This is an optimization exercise on Yosys and OpenROAD, whose aim is small area and few clock cycles, not a production implementation. The RTL was checked by simulation tests, not by an equivalence proof against the original design.

== trial 97 ==
==> flow/design.v <==
package spq_pkg;
    localparam int DEPTH = 16;
    localparam int KEY_W = 16;
    localparam int TAG_W = 16;
    localparam int CNT_W = $clog2(DEPTH + 1);
    localparam logic [1:0] OP_INSERT = 2'd0;
    localparam logic [1:0] OP_REMOVE = 2'd1;
    localparam logic [1:0] OP_FIND   = 2'd2;
    localparam logic [1:0] OP_HEAD   = 2'd3;
    localparam logic [1:0] ST_OK        = 2'd0;
    localparam logic [1:0] ST_NOT_FOUND = 2'd1;
    localparam logic [1:0] ST_FULL      = 2'd2;
    localparam logic [1:0] ST_EMPTY     = 2'd3;
    typedef struct packed {
        logic             valid;
        logic [KEY_W-1:0] key;
        logic [TAG_W-1:0] tag;
    } t_entry;
    typedef struct packed {
        logic             ins_en;
        logic             rem_en;
        logic [KEY_W-1:0] key;
        logic [TAG_W-1:0] tag;
    } t_cmd;
    typedef struct packed {
        t_entry           entry;
        logic             ins_flag;
        logic             seen;
        logic [KEY_W-1:0] sel_key;
        logic [TAG_W-1:0] sel_tag;
    } t_link;
endpackage
module spq_cell (
    input  logic                      i_clk,
    input  logic                      i_rst_n,
    input  logic [spq_pkg::KEY_W-1:0] i_key,
    input  logic [spq_pkg::TAG_W-1:0] i_tag,
    input  logic                      i_wr,    
    input  logic                      i_clr,   
    output logic                      o_valid,
    output logic                      o_gt,    
    output logic                      o_eq,    
    output logic [spq_pkg::KEY_W-1:0] o_key,
    output logic [spq_pkg::TAG_W-1:0] o_tag
);
    logic                      r_valid;
    logic [spq_pkg::KEY_W-1:0] r_key;
    logic [spq_pkg::TAG_W-1:0] r_tag;
    assign o_valid = r_valid;
    assign o_key   = r_key;
    assign o_tag   = r_tag;
    assign o_eq    = i_tag == r_tag;
    always_comb begin
        logic g;
        g = 1'b0;
        for (int b = 0; b < spq_pkg::KEY_W; b++) begin
            g = (i_key[b] & !r_key[b]) | (i_key[b] & g) | (!r_key[b] & g);
        end
        o_gt = g;
    end
    always_ff @(posedge i_clk) begin
        if (i_wr) begin
            r_key <= i_key;
            r_tag <= i_tag;
        end
        if (!i_rst_n) begin
            r_valid <= 1'b0;
        end else if (i_wr) begin
            r_valid <= 1'b1;
        end else if (i_clr) begin
            r_valid <= 1'b0;
        end
    end
endmodule
module sorted_priority_queue_top (
    input  logic        i_clk,
    input  logic        i_rst_n,
    input  logic        s_axis_tvalid,
    output logic        s_axis_tready,
    input  logic [31:0] s_axis_tdata,   
    input  logic [1:0]  s_axis_tuser,   
    output logic        m_axis_tvalid,
    input  logic        m_axis_tready,
    output logic [39:0] m_axis_tdata,   
    output logic [1:0]  m_axis_tuser    
);
    localparam int DEPTH = spq_pkg::DEPTH;
    localparam int KEY_W = spq_pkg::KEY_W;
    localparam int TAG_W = spq_pkg::TAG_W;
    localparam int CNT_W = spq_pkg::CNT_W;
    logic [KEY_W-1:0] w_key;
    logic [TAG_W-1:0] w_tag;
    logic [1:0]       w_op;
    logic             w_fire;
    logic             w_full;
    logic [DEPTH-1:0] w_valid;
    logic [DEPTH-1:0] w_gt;
    logic [DEPTH-1:0] w_eq;
    logic [KEY_W-1:0] w_skey [DEPTH];
    logic [TAG_W-1:0] w_stag [DEPTH];
    logic [DEPTH-1:0] w_cand;
    logic [DEPTH-1:0] w_sel;
    logic             w_found;
    logic [DEPTH-1:0] w_free;
    logic             w_ins;
    logic             w_rem;
    logic [1:0]       w_status;
    logic             w_res;
    logic [DEPTH-1:0] r_before [DEPTH];   
    logic [CNT_W-1:0] r_count;
    logic             r_out_valid;
    logic [1:0]       r_status;
    logic             r_hit;
    logic [3:0]       r_idx;
    logic [3:0]       w_idx;
    assign s_axis_tready = !r_out_valid || m_axis_tready;
    assign w_fire        = s_axis_tvalid && s_axis_tready;
    assign w_op          = s_axis_tuser;
    assign w_key         = s_axis_tdata[KEY_W-1:0];
    assign w_tag         = s_axis_tdata[KEY_W +: TAG_W];
    assign w_full        = r_count[CNT_W-1];
    always_comb begin
        for (int i = 0; i < DEPTH; i++) begin
            w_cand[i] = w_valid[i] && ((w_op == spq_pkg::OP_HEAD) || w_eq[i]);
        end
    end
    always_comb begin
        for (int i = 0; i < DEPTH; i++) begin
            logic behind;
            behind = 1'b0;
            for (int j = 0; j < DEPTH; j++) begin
                if (j < i)      behind = behind | (w_cand[j] & r_before[j][i]);
                else if (j > i) behind = behind | (w_cand[j] & !r_before[i][j]);
            end
            w_sel[i] = w_cand[i] & !behind;
        end
        w_found = |w_cand;
    end
    always_comb begin
        logic taken;
        taken = 1'b0;
        for (int i = 0; i < DEPTH; i++) begin
            w_free[i] = !w_valid[i] && !taken;
            taken     = taken | !w_valid[i];
        end
    end
    assign w_ins = w_fire && (w_op == spq_pkg::OP_INSERT) && !w_full;
    assign w_rem = w_fire && (w_op == spq_pkg::OP_REMOVE) && w_found;
    genvar gi, gj;
    generate
        for (gi = 0; gi < DEPTH; gi++) begin : g_cell
            spq_cell u_cell (
                .i_clk   (i_clk),
                .i_rst_n (i_rst_n),
                .i_key   (w_key),
                .i_tag   (w_tag),
                .i_wr    (w_ins && w_free[gi]),
                .i_clr   (w_rem && w_sel[gi]),
                .o_valid (w_valid[gi]),
                .o_gt    (w_gt[gi]),
                .o_eq    (w_eq[gi]),
                .o_key   (w_skey[gi]),
                .o_tag   (w_stag[gi])
            );
        end
        for (gi = 0; gi < DEPTH; gi++) begin : g_row
            for (gj = gi + 1; gj < DEPTH; gj++) begin : g_col
                always_ff @(posedge i_clk) begin
                    if (w_ins && w_free[gi]) begin
                        r_before[gi][gj] <= w_gt[gj];
                    end else if (w_ins && w_free[gj]) begin
                        r_before[gi][gj] <= !w_gt[gi];
                    end
                end
            end
        end
    endgenerate
    always_comb begin
        w_status = spq_pkg::ST_OK;
        w_res    = 1'b0;
        case (w_op)
            spq_pkg::OP_INSERT: if (w_full) w_status = spq_pkg::ST_FULL;
            spq_pkg::OP_HEAD: begin
                if (w_found) w_res = 1'b1;
                else         w_status = spq_pkg::ST_EMPTY;
            end
            default: begin
                if (w_found) w_res = 1'b1;
                else         w_status = spq_pkg::ST_NOT_FOUND;
            end
        endcase
    end
    always_ff @(posedge i_clk) begin
        if (w_fire) begin
            r_status <= w_status;
            r_hit    <= w_res;
            r_idx    <= w_idx;
        end
        if (!i_rst_n) begin
            r_count     <= '0;
            r_out_valid <= 1'b0;
        end else begin
            if (w_ins) begin
                r_count <= r_count + CNT_W'(1);
            end else if (w_rem) begin
                r_count <= r_count - CNT_W'(1);
            end
            if (w_fire) begin
                r_out_valid <= 1'b1;
            end else if (m_axis_tready) begin
                r_out_valid <= 1'b0;
            end
        end
    end
    always_comb begin
        w_idx = '0;
        for (int i = 0; i < DEPTH; i++) begin
            w_idx = w_idx | (w_sel[i] ? 4'(i) : 4'd0);
        end
    end
    logic [KEY_W-1:0] w_res_key;
    logic [TAG_W-1:0] w_res_tag;
    always_comb begin
        w_res_key = '0;
        w_res_tag = '0;
        for (int i = 0; i < DEPTH; i++) begin
            if (r_hit && r_idx == 4'(i)) begin
                w_res_key = w_res_key | w_skey[i];
                w_res_tag = w_res_tag | w_stag[i];
            end
        end
    end
    assign m_axis_tvalid = r_out_valid;
    assign m_axis_tuser  = r_status;
    assign m_axis_tdata  = {(40 - KEY_W - TAG_W - CNT_W)'(0), r_count, w_res_tag, w_res_key};
endmodule
clock: 5.5 ns
lec_check: 0
cap_margin: 0
core_margin: 2
core_utilization: 40
gpl_timing_driven: 0
slew_margin: 0
run.sh (not shown) runs the stock make flow with config.mk's settings and CLKGATE_MAP_FILE= SYNTH_SCRIPT=/design/flow/synth_recipe.tcl, a recipe that flattens the netlist after the stock synthesis.
The layout from trial 97, despite a flow that completed every stage, fails the layout checks, with the failing checks listed as negative setup slack.
Testbench counts of trial 97, summed over its fixed seeds: cycles 24,008.
### trial 97 -> build 50
Settings: setting CTS_CLUSTER_DIAMETER to 100 for the first time; setting CTS_BUF_LIST to sky130_fd_sc_hd__clkbuf_16 for the first time; removing GPL_TIMING_DRIVEN (formerly 0); setting CTS_CLUSTER_SIZE to 20 for the first time.
==> flow/flow/run.sh (new file) <==
#!/bin/bash
# Own layout flow: the standard flow (standard.sh) with two changes.
#  - Synthesis maps the logic with flow/area.abc, an area-oriented ABC
#    script, through flow/synth.tcl, which otherwise runs synth_recipe.tcl
#    unchanged (same registers, flattening and renaming).
#  - Ports are buffered with sky130_fd_sc_hd__buf_1 cells.
# Every step's full output is in orfs/logs/; make's own output is in
# own_flow_make.log and the DEF export's in own_flow_def.log.
set -euo pipefail
W="$PWD"
export FLOW_WORK="$W"
export MY_ABC_SCRIPT="$W/flow/area.abc"
sed -e "s#\(SYNTH_SCRIPT=\)[^ ]*/synth_recipe\.tcl#\1$W/flow/synth.tcl#" \
    -e "s#CLKGATE_MAP_FILE= #CLKGATE_MAP_FILE= 'BUFFER_PORTS_ARGS=-buffer_cell sky130_fd_sc_hd__buf_1' #" \
    -e "s#^\(\s*openroad .*\)\$#\1 > $W/own_flow_def.log 2>\&1#" \
    standard.sh > "$W/own_standard.sh"
grep -q "SYNTH_SCRIPT=$W/flow/synth.tcl" "$W/own_standard.sh"
grep -q "BUFFER_PORTS_ARGS" "$W/own_standard.sh"
bash "$W/own_standard.sh" finish > "$W/own_flow_make.log" 2>&1
test -s "$W/out/final.def"
==> flow/flow/area.abc (new file) <==
strash
&get -n
&fraig -x
&put
dc2
strash
&get -n
&dch -f
&nf -R 1000 {D}
&put
dnsize {D}
==> flow/flow/synth.tcl (new file) <==
# The standard synthesis (synth_recipe.tcl), with one change: the logic is
# mapped with the ABC script named by MY_ABC_SCRIPT (an area-oriented mapping)
# in place of ORFS's speed script. Registers, flattening and renaming are
# untouched.
proc abc {args} {
  set i [lsearch -exact $args -script]
  if {$i >= 0} { set args [lreplace $args $i [expr {$i + 1}]] }
  set i [lsearch -exact $args -D]
  if {$i >= 0} { set args [lreplace $args $i [expr {$i + 1}]] }
  lappend args -script $::env(MY_ABC_SCRIPT) -D 4000
  puts "own flow abc: $args"
  yosys abc {*}$args
}
source $::env(FLOW_WORK)/synth_recipe.tcl
==> flow/standard.sh (new file) <==
#!/bin/bash
# synth_recipe.tcl (not shown) runs the flow's synth.tcl, then flattens the netlist and writes it again
# the make line also repeats each setting of config.mk as NAME=value (left out here)
make -C /OpenROAD-flow-scripts/flow DESIGN_CONFIG=/design/flow/config.mk WORK_HOME=/design/flow/orfs CLKGATE_MAP_FILE= SYNTH_SCRIPT=/design/flow/synth_recipe.tcl "${@:-finish}"
removed: flow/run.sh
- Build 50 reached the end of the flow, and the finished layout is clean on the timing, design-rule and antenna checks.
- When build 50 is measured against trial 97, its final wirelength turns out about 20% lower.
- Trial 97 -> build 50: via count of the first global-routing pass decreased by more than 10%
- The run showing the greater number of core rows is trial 97.
- Lower final setup slack of the worst path was reported by trial 97, not build 50.
- Relative slew slack sits higher in build 50 than in trial 97.
- Max share of the cycle needed by the critical path after routing across trial 97 and build 50: trial 97

-- afterwards: timing with drivers on the ports --
How much do the figures lean on ideal ports? The routed layouts below were timed once more, with nothing changed but the port constraints.
Step 1 (the two cells are an assumption about what drives the block):
set clk [get_ports {i_clk}]
set_driving_cell -lib_cell sky130_fd_sc_hd__clkbuf_16 $clk
set_driving_cell -lib_cell sky130_fd_sc_hd__buf_2 [delete_from_list [all_inputs] $clk]
Step 2 times the ports against the registers' clock, not the clock port: input delays grow and output delays shrink by t, the midpoint of the rising clock arrivals with the driver on.
Three values: ideal, step 1, step 2; two values: the first two.
| run | t, ns | setup slack, ns | worst setup path at the end | slew at the worst register clock pin (ns) |
|---|---|---|---|---|
| trial 97 | 0.697 | -0.092 / -0.135 / -0.832 | input to register | 0.07 / 0.07 |
| build 50 | 0.660 | 0.863 / 0.804 / 0.381 | input to register | 0.09 / 0.09 |
For trial 97, which loses most, drivers alone change the setup slack by -0.043 ns; drivers and shift together by -0.740 ns.
